From an optimization exercise on the open Yosys and OpenROAD flow, aimed at small area and a short achievable clock period; shortcuts taken in it are not production practice.
No functional check of the RTL was part of this run.
No activity file was given, so power comes from the tool's default toggle rates.

File: flow/design.v
package fifo_flags_pkg;
  localparam int DEFAULT_WIDTH = 8;
  localparam int DEFAULT_NUM   = 256;
  function automatic int cnt_bits(input int num);
    cnt_bits = $clog2(num + 1);
  endfunction
  function automatic int ptr_bits(input int num);
    ptr_bits = (num < 2) ? 1 : $clog2(num);
  endfunction
endpackage
module fifo_g_sel8 (
  input  logic [7:0] s,
  input  logic [7:0] d,
  output logic       y
);
  assign y = |(s & d);
endmodule
module fifo_g_nor2 (
  input  logic a, b,
  output logic y
);
  assign y = ~(a | b);
endmodule
module fifo_g_nand2 (
  input  logic a, b,
  output logic y
);
  assign y = ~(a & b);
endmodule
module fifo_g_mux2i (
  input  logic a0, a1, s,
  output logic y
);
  assign y = ~(s ? a1 : a0);
endmodule
module fifo_ptr_wrap (
  input  logic [255:0] sel,
  input  logic [255:0] d,
  output logic         yn
);
  logic [31:0] p;    
  logic [15:0] q;    
  logic [7:0]  r;    
  logic [3:0]  s;    
  logic [1:0]  t;    
  for (genvar i = 0; i < 32; i++) begin : g_p
    fifo_g_sel8 u (.s(sel[8*i +: 8]), .d(d[8*i +: 8]), .y(p[i]));
  end
  for (genvar i = 0; i < 16; i++) begin : g_q
    fifo_g_nor2 u (.a(p[2*i]), .b(p[2*i+1]), .y(q[i]));
  end
  for (genvar i = 0; i < 8; i++) begin : g_r
    fifo_g_nand2 u (.a(q[2*i]), .b(q[2*i+1]), .y(r[i]));
  end
  for (genvar i = 0; i < 4; i++) begin : g_s
    fifo_g_nor2 u (.a(r[2*i]), .b(r[2*i+1]), .y(s[i]));
  end
  for (genvar i = 0; i < 2; i++) begin : g_t
    fifo_g_nand2 u (.a(s[2*i]), .b(s[2*i+1]), .y(t[i]));
  end
  fifo_g_nor2 u_y (.a(t[0]), .b(t[1]), .y(yn));
endmodule
module fifo_head_next (
  input  logic sr_n,
  input  logic alt,
  input  logic ld_sr,
  output logic y
);
  assign y = ld_sr ? ~sr_n : alt;
endmodule
module fifo_g_mux4 (
  input  logic a0, a1, a2, a3, s0, s1,
  output logic y
);
  assign y = s1 ? (s0 ? a3 : a2) : (s0 ? a1 : a0);
endmodule
module fifo_cnt_next #(
  parameter int CW       = 9,
  parameter int NUM      = 256,
  parameter int AF_LEVEL = 252,
  parameter int AE_LEVEL = 4
) (
  input  logic [CW-1:0] count,
  input  logic          data_available,
  input  logic          full,
  input  logic          almost_full,
  input  logic          almost_empty,
  input  logic          c_1,             
  output logic [CW+3:0] v00,
  output logic [CW+3:0] v01,
  output logic [CW+3:0] v10,
  output logic [CW+3:0] v11
);
  logic          c_0;
  logic [CW-1:0] up, dn;
  assign c_0 = ~data_available;
  assign up  = count + CW'(1);
  assign dn  = count - CW'(1);
  assign v00 = {almost_empty, almost_full, full, data_available, count};
  assign v11 = {almost_empty, almost_full, full, 1'b1, c_0 ? up : count};
  assign v10 = {(count <= CW'(AE_LEVEL - 1)), (count >= CW'(AF_LEVEL - 1)),
                full | (count == CW'(NUM - 1)), 1'b1, full ? count : up};
  assign v01 = {(count <= CW'(AE_LEVEL + 1)), (count >= CW'(AF_LEVEL + 1)),
                1'b0, ~c_0 & ~c_1, c_0 ? count : dn};
endmodule
module fifo_ra_next #(
  parameter int HW = 16,
  parameter int LW = 16
) (
  input  logic [HW-1:0]     ra_hi,
  input  logic [LW-1:0]     ra_lo,
  input  logic              sr_empty,
  input  logic              pend_v,
  output logic [HW+LW:0]    y0,
  output logic [HW+LW:0]    y1
);
  logic up, dn;
  assign up = pend_v;                   
  assign dn = ~pend_v & ~sr_empty;      
  assign y0 = up ? {1'b0, ra_lo[LW-1] ? {ra_hi[HW-2:0], ra_hi[HW-1]} : ra_hi,
                    ra_lo[LW-2:0], ra_lo[LW-1]}
                 : {sr_empty, ra_hi, ra_lo};
  assign y1 = dn ? {ra_hi[0] & ra_lo[0], ra_lo[0] ? {ra_hi[0], ra_hi[HW-1:1]} : ra_hi,
                    ra_lo[0], ra_lo[LW-1:1]}
                 : {sr_empty, ra_hi, ra_lo};
endmodule
module fifo_flags #(
  parameter int WIDTH    = fifo_flags_pkg::DEFAULT_WIDTH,
  parameter int NUM      = fifo_flags_pkg::DEFAULT_NUM,
  parameter int AF_LEVEL = NUM - 4,
  parameter int AE_LEVEL = 4
) (
  input  logic                     clk,
  input  logic                     reset_n,
  input  logic [WIDTH-1:0]         write_data,
  input  logic                     write_strobe,
  input  logic                     read_strobe,
  output logic [WIDTH-1:0]         read_data,
  output logic                     data_available,
  output logic                     full,
  output logic                     almost_full,
  output logic                     almost_empty,
  output logic [fifo_flags_pkg::cnt_bits(NUM)-1:0] count,
  output logic                     overflow,
  output logic                     underflow,
  input  logic                     err_clear
);
  localparam int CW = fifo_flags_pkg::cnt_bits(NUM);
  localparam int PW = fifo_flags_pkg::ptr_bits(NUM);
  localparam int SD = NUM - 1;             
  localparam int HW = 1 << (PW / 2);       
  localparam int LW = 1 << (PW - PW / 2);  
  logic [WIDTH-1:0] sr [SD];
  logic [WIDTH-1:0] head;
  logic [WIDTH-1:0] pend;
  logic             pend_v;
  localparam int NEN = 2 * WIDTH;           
  localparam int SEG = (SD + 1) / 2;        
  logic [NEN-1:0]   sr_en;
  logic [HW-1:0]    ra_hi;
  logic [LW-1:0]    ra_lo;
  logic             sr_empty;    
  logic c_0, c_1;
  assign c_0 = ~data_available;
  assign c_1 = data_available & sr_empty & ~pend_v;
  logic rd_acc, wr_acc;
  assign rd_acc = read_strobe & data_available;
  assign wr_acc = write_strobe & (~full | read_strobe);
  always_ff @(posedge clk) begin
    pend <= write_data;
    for (int b = 0; b < WIDTH; b++) begin
      if (sr_en[2*b]) sr[0][b] <= pend[b];
      for (int i = 1; i < SD; i++) begin
        if (sr_en[2*b + i / SEG]) sr[i][b] <= sr[i-1][b];
      end
    end
  end
  logic [HW*LW-1:0] rsel;
  logic [WIDTH-1:0] sr_out_n;
  logic [HW-1:0] ra_hi_n;
  logic [LW-1:0] ra_lo_n;
  assign ra_hi_n = ~ra_hi;
  assign ra_lo_n = ~ra_lo;
  for (genvar i = 0; i < HW * LW; i++) begin : g_sel
    fifo_g_nor2 u_dec (.a(ra_hi_n[i / LW]), .b(ra_lo_n[i % LW]), .y(rsel[i]));
  end
  for (genvar b = 0; b < WIDTH; b++) begin : g_bit
    logic [HW*LW-1:0] d;
    for (genvar i = 0; i < HW * LW; i++) begin : g_ent
      if (i < SD) begin : g_used
        assign d[i] = sr[i][b];
      end else begin : g_unused
        assign d[i] = 1'b0;
      end
    end
    fifo_ptr_wrap u_rd (.sel(rsel), .d(d), .yn(sr_out_n[b]));
  end
  logic             ld_wd, ld_sr, ld_p;
  logic [WIDTH-1:0] alt, head_d;
  assign ld_wd   = (c_0 & write_strobe) | (c_1 & read_strobe);
  assign ld_sr   = read_strobe & ~sr_empty;
  assign ld_p    = read_strobe & sr_empty & pend_v;
  assign alt     = ld_wd ? write_data : (ld_p ? pend : head);
  for (genvar b = 0; b < WIDTH; b++) begin : g_head
    fifo_head_next u_mux (.sr_n(sr_out_n[b]), .alt(alt[b]), .ld_sr(ld_sr), .y(head_d[b]));
  end
  always_ff @(posedge clk) begin
    head <= head_d;
  end
  assign read_data = head;
  logic [NEN:0] pv_next;
  logic         pv_r1, pv_r0;
  assign pv_r1 = data_available & ~c_1;    
  assign pv_r0 = data_available & ~full;   
  for (genvar k = 0; k <= NEN; k++) begin : g_pv
    logic pv_sel;
    fifo_g_mux2i u_pv (.a0(~pv_r0), .a1(~pv_r1), .s(read_strobe), .y(pv_sel));
    assign pv_next[k] = write_strobe & pv_sel;
  end
  logic [HW+LW:0] ra_y0, ra_y1, ra_d;
  fifo_ra_next #(.HW(HW), .LW(LW)) u_ra (
    .ra_hi    (ra_hi),
    .ra_lo    (ra_lo),
    .sr_empty (sr_empty),
    .pend_v   (pend_v),
    .y0       (ra_y0),
    .y1       (ra_y1)
  );
  for (genvar i = 0; i <= HW + LW; i++) begin : g_ra
    fifo_g_mux2i u_mux (.a0(~ra_y0[i]), .a1(~ra_y1[i]), .s(read_strobe), .y(ra_d[i]));
  end
  always_ff @(posedge clk or negedge reset_n) begin
    if (!reset_n) begin
      pend_v   <= 1'b0;
      sr_en    <= '0;
      ra_hi    <= HW'(1) << (HW - 1);
      ra_lo    <= LW'(1) << (LW - 1);
      sr_empty <= 1'b1;
    end else begin
      pend_v <= pv_next[NEN];
      sr_en  <= pv_next[NEN-1:0];
      {sr_empty, ra_hi, ra_lo} <= ra_d;
    end
  end
  logic [CW+3:0] st_v00, st_v01, st_v10, st_v11, st_d;
  fifo_cnt_next #(.CW(CW), .NUM(NUM), .AF_LEVEL(AF_LEVEL), .AE_LEVEL(AE_LEVEL)) u_cnt (
    .count          (count),
    .data_available (data_available),
    .full           (full),
    .almost_full    (almost_full),
    .almost_empty   (almost_empty),
    .c_1            (c_1),
    .v00            (st_v00),
    .v01            (st_v01),
    .v10            (st_v10),
    .v11            (st_v11)
  );
  for (genvar i = 0; i < CW + 4; i++) begin : g_st
    fifo_g_mux4 u_mux (.a0(st_v00[i]), .a1(st_v01[i]), .a2(st_v10[i]), .a3(st_v11[i]),
                       .s0(read_strobe), .s1(write_strobe), .y(st_d[i]));
  end
  always_ff @(posedge clk or negedge reset_n) begin
    if (!reset_n) begin
      count          <= '0;
      data_available <= 1'b0;
      full           <= 1'b0;
      almost_full    <= 1'b0;
      almost_empty   <= 1'b1;
    end else begin
      {almost_empty, almost_full, full, data_available, count} <= st_d;
    end
  end
  always_ff @(posedge clk or negedge reset_n) begin
    if (!reset_n) begin
      overflow  <= 1'b0;
      underflow <= 1'b0;
    end else if (err_clear) begin
      overflow  <= 1'b0;
      underflow <= 1'b0;
    end else begin
      if (write_strobe & ~wr_acc) overflow  <= 1'b1;
      if (read_strobe & ~rd_acc)  underflow <= 1'b1;
    end
  end
endmodule
File: flow/run.sh
#!/bin/bash
# synth_recipe.tcl (not shown) runs the flow's synth.tcl, then flattens the netlist and writes it again
# the make line also repeats each setting of config.mk as NAME=value (left out here)
make -C /OpenROAD-flow-scripts/flow DESIGN_CONFIG=/design/flow/config.mk WORK_HOME=/design/flow/orfs CLKGATE_MAP_FILE= SYNTH_SCRIPT=/design/flow/synth_recipe.tcl finish
File: flow/config.mk
export PLATFORM = sky130hd
export DESIGN_NAME = fifo_flags
export DESIGN_NICKNAME = fifo_flags
export VERILOG_FILES = /design/flow/design.v
export SDC_FILE = /design/flow/constraint.sdc
export NUM_CORES = 4
export LEC_CHECK = 0
export ABC_CLOCK_PERIOD_IN_PS = 2000
export CAP_MARGIN = 20
export CORE_MARGIN = 2
export CORE_UTILIZATION = 50
export CTS_CLUSTER_DIAMETER = 100
export CTS_CLUSTER_SIZE = 30
export SETUP_SLACK_MARGIN = 3.2
export SLEW_MARGIN = 20
export SYNTH_HIERARCHICAL = 1
export TNS_END_PERCENT = 5
File: flow/constraint.sdc
create_clock -name core_clock -period 5.5 [get_ports {clk}]
set_input_delay 1.1000 -clock core_clock [delete_from_list [all_inputs] [get_ports {clk}]]
set_output_delay 1.1000 -clock core_clock [all_outputs]
set_load 0.01 [all_outputs]
==> metrics.md <==
| Metric | Value |
|---|---|
| Largest family of logic cells by synthesized area | `compound AO/OA/AOI/OAI gates` |
| Slew Limit Fails | `0` |
| Die width | `roughly 400 µm` |
| Clock-pin slew of the registers on the worst-case setup and hold paths | `roughly 110 ps` |
| Bufs and invs on worst path | `1` |
| Antenna viol nets, final | `0` |
| Critical path class | `flip-flop to output pin` |
| Worst path cell trace | `clkdlybuf4s15_2` |
| Hold/Removal Path Class | `flip-flop to flip-flop` |
| Worst clock skew | `45.0 ps` |
| I/O pins | `36` |
| Die H | `between 300 and 400 µm` |
| Num rows | `roughly 140` |
| Core region area | `between 150000 and 200000 µm²` |
| Final setup violation count | `0` |
| DRC | `0` |
| TritonCTS clock tree | `built` |
| Avg Inst Size Synth | `roughly 18 µm²` |
| Post-Synth Adder-Cell Area | `0.000644` |
| CTS Buffer Depth | `3` |
| First-pass GRT wire length | `between 200000 and 300000 µm` |
| Synth Area in XOR/XNOR | `0.00225` |
| Final net count | `about 4600` |
| Dominant synthesized flop cell | `edfxtp_1` |
| Hold buffers post-CTS | `0` |
| RR Startpoint | `ra_hi[13]` |
| Synth area leader | `edfxtp_1` |
| Post-Synth Simple-Gate Area | `0.0507` |
| Share of layout cells above drive strength 1 | `0.194` |
| Hold Path Sink | `sr[105][5]` |
| Yosys Warn Count | `8` |
| Tmin final | `between 2000 and 3000 ps` |
| Gp weighted congestion | `about 0.84` |
| Vias/cell | `between 6 and 7` |
| Post-Syn Area | `77700 µm²` |
| Final Hold Viols | `0` |
| Post-synth top area share | `0.788` |
| HPWL Detailed | `between 100000 and 150000 µm` |
| DR pass1 iterations | `6` |
| Seq/Total Area, Yosys | `0.813` |
| Overflow after GRT | `0` |
| Post-Route Utilization | `0.567` |
| Global routing met2 resource utilization | `0.360` |
| Compound-Gate Fraction of Synth Area | `0.0998` |
| Largest net degree at the start of global routing | `128` |
| Slew HR | `0.313` |
| Num CTS Buffers | `81` |
| Initial Util | `0.504` |
| Hold depth | `0` |
| FF-to-FF path depth | `12` |
| H-tree depth | `3` |
| Hold_sp | `sr[104][5]` |
| Status | `finished clean` |
| Critical Path Fanout Max | `2` |
| DRT iter0 DRCs | `approximately 5200` |
| Die area | `approximately 160000 µm²` |
| Total Wirelength | `190000 µm` |
| Number of synthesized flops with an enable pin | `between 2000 and 2500` |
| Setup crit start kind | `flip-flop` |
| Fin Setup TNS | `0 ps` |
| Largest delay contributor family on the critical path | `flip-flops` |
| Unique masters post-synth | `48` |
| Vias in the first global route | `about 40000` |
| Reg2Reg Capture Point | `head[5]` |
| Area grow syn2layout | `12.6%` |
| Pre-CTS setup slack | `between 1500 and 2000 ps` |
| Via count | `around 43000` |
| Post-route setup slack | `about 3000 ps` |
| Flops & latches, synth | `around 2100` |
| R2r setup slk | `slightly above 3000 ps` |
| GR Util met3 | `0.0376` |
| Max stage delay on crit path | `roughly 440 ps` |
| Req. time, crit path | `around 4400 ps` |
| Fillers | `11800` |
| CTS root buf | `clkbuf_16` |
| RSZ-0062 raised after global routing | `true` |
| Leak Pwr | `28.1 nW` |
| Total GRT Usage | `0.233` |
| Ys async rst share | `0.0306` |
| Data arrival, critical path | `about 1400 ps` |
| GR Layer Usage met1 | `0.345` |
| Cells after Synth | `4318` |
| Crit. End Element | `output pin` |
| Number of clock sinks | `2121` |
| Critical-path top delay cell | `dfrtp_2` |
| Antenna cells | `0` |
| WL per Instance | `roughly 28 µm` |
| Slew @ Worst Pin | `1030 ps` |
| Max Fclk | `~400 MHz` |
| Top Usage Layer GRT | `met2` |
| I/O Buffers | `35` |
| Period Utilization, post-route | `0.457` |
| Mux contribution to synthesized area | `0.0245` |
| Peak supply drop | `around 0.25 mV` |
| Worst-Skew Late Latency | `740 ps` |
| Max Cap Viol | `0` |
| Antenna violations before repair | `4` |
| Top post-synthesis cells by area | `edfxtp_1 (79%), a22oi_1 (9.9%), nor2_1 (2.1%)` |
| PwrDens | `368 nW/µm²` |
[how the worst max path moves through the flow]
stage / start / endpoint / slack [ps] / cells after the start
2_1_floorplan: sr_en[1] / sr[128][0] / 2150 / 0
3_3_place_gp: ra_lo[0] / head[7] / 1570 / 11
3_5_place_dp: ra_lo[0] / head[7] / 1660 / 11
4_1_cts: almost_empty / almost_empty / 2930 / 1
5_1_grt: almost_empty / almost_empty / 2930 / 1
6_report: count[7] / count[7] / 2990 / 1
[power breakdown]
group	internal, mW	switching (mW)	leakage (nW)	total [mW]
registers	19.0	0.836	19.4	19.8
logic	1.68	2.99	7.59	4.67
clock network	3.02	4.71	1.16	7.73
[cell families after synthesis]
| logic type | after synthesis |
|---|---|
| adders and majority gates | 4 |
| DFF | 2121 |
| muxes | 154 |
| xor gates and xnor gates | 20 |
| and+or+nand+nor | 833 |
| buffers and inverters | 150 |
| other | 3 |
| AOI/OAI and AO/OA | 1033 |
[what timing repair did]
action / CTS / global route
gates cloned: 1 / 3
setup endpoints to repair: 90 / 155
setup buffers: 55 / 67
resized for setup: 487 / 328
pin swaps: 0 / 127
endpoints found under the hold margin: 0 / 0
[sequential cells by signal, indices dropped and copies added, names as in the netlist]
| signal | cells |
|---|---|
| pend_v | 1 |
| data_available | 1 |
| pend | 8 |
| ra_lo | 16 |
| count | 9 |
| sr_empty | 1 |
| underflow | 1 |
| sr | 2040 |
| overflow | 1 |
| almost_full | 1 |
| full | 1 |
| ra_hi | 16 |
| sr_en | 16 |
| head | 8 |
| almost_empty | 1 |
[Yosys cell counts, types with 13 or more instances]
cell / instances
inv_1: 116
dfxtp_1: 16
xnor2_1: 14
mux4_2: 13
edfxtp_1: 2040
nand4_1: 257
nand2_1: 86
and2_1: 18
dfrtp_1: 61
mux2_4: 27
buf_4: 20
a22oi_1: 1024
mux2i_1: 60
nor2_1: 436
mux2_2: 46
[modules after synthesis (local to each module, per instance), excerpt]
module          cell area, µm²  cells inside  copies in the design
fifo_flags               64000          2268                     1
fifo_g_sel8               36.3             5                   256
fifo_head_next            13.8             2                     8
fifo_g_nor2               3.75             1                   424
fifo_g_mux4               22.5             1                    13
fifo_g_mux2i              10.0             1                    50
fifo_g_nand2              3.75             1                    80
[final cells by class]
cell class | instances | area (µm²) | area share
timing repair buffer | 221 | 2680 | 0.0306
clock buffer | 131 | 2320 | 0.0265
tap | 2044 | 2560 | 0.0292
multi-input combinational | 2055 | 15900 | 0.182
sequential | 2121 | 63300 | 0.724
clock inverter | 6 | 88.8 | 0.00102
inverter | 116 | 582 | 0.00665
[routing by layer]
layer,up-vias,routed length (µm),share of wire
met2,1788,90000,0.47
li1,18400,-,-
met4,0,5240,0.028
met3,223,14000,0.074
met1,22200,81200,0.43
met5,-,0,0
[stage by stage]
step,cell area [µm²],power (mW),hold slack (ps),std cells
detailed placement,81000,24.0,412,6430
global route,87500,33.3,460,6694
finish,87500,32.2,444,6694
CTS,85400,32.0,440,6623
floorplan,77800,22.2,401,4326
global placement,81000,24.0,416,6429
[cells in the final DEF (no fill, tap or decap), types with 19 or more instances in the layout]
| master | synthesis | routed |
|---|---|---|
| edfxtp_1 | 2040 | 2040 |
| a22oi_1 | 1024 | 968 |
| nand4_1 | 257 | 257 |
| nor2_2 | 1 | 172 |
| nor2_4 | 0 | 162 |
| nor2_1 | 436 | 103 |
| buf_4 | 20 | 102 |
| clkbuf_16 | 0 | 88 |
| inv_1 | 116 | 84 |
| mux2i_1 | 60 | 60 |
| buf_12 | 1 | 57 |
| a22oi_2 | 0 | 56 |
| mux2_2 | 46 | 46 |
| nand2_1 | 86 | 45 |
| clkbuf_1 | 7 | 44 |
| nand2_2 | 0 | 33 |
| mux2_4 | 27 | 27 |
| dfrtp_2 | 0 | 23 |
| dfrtp_1 | 61 | 22 |
| clkinvlp_4 | 0 | 20 |
| buf_6 | 3 | 19 |

afterwards: timing with drivers on the ports:
No port has a modelled driver above. Below, the same layout with a new extraction and two added sets of constraints. Step 1, drivers: a clkbuf_16 drives clk and a buf_2 each remaining input, both assumed. Step 2 adds t to the input delays and takes it off the output delays; t is the mean of the earliest and latest rising clock arrival at the registers after step 1. Input paths then give back, and output paths get back, about the clock's delay inside the block. Slacks: ideal / step 1 / step 2; pairs: ideal / step 1.
t, ns: 0.803
slack for setup (ns): 2.987 / 2.911 / 2.504
worst data-port slew with drivers (ns): 0.05
cell pins on the clock port's net: 1
After both steps this run still meets setup and hold. For this run, drivers alone change the setup slack by -0.076 ns; drivers and shift together by -0.483 ns.
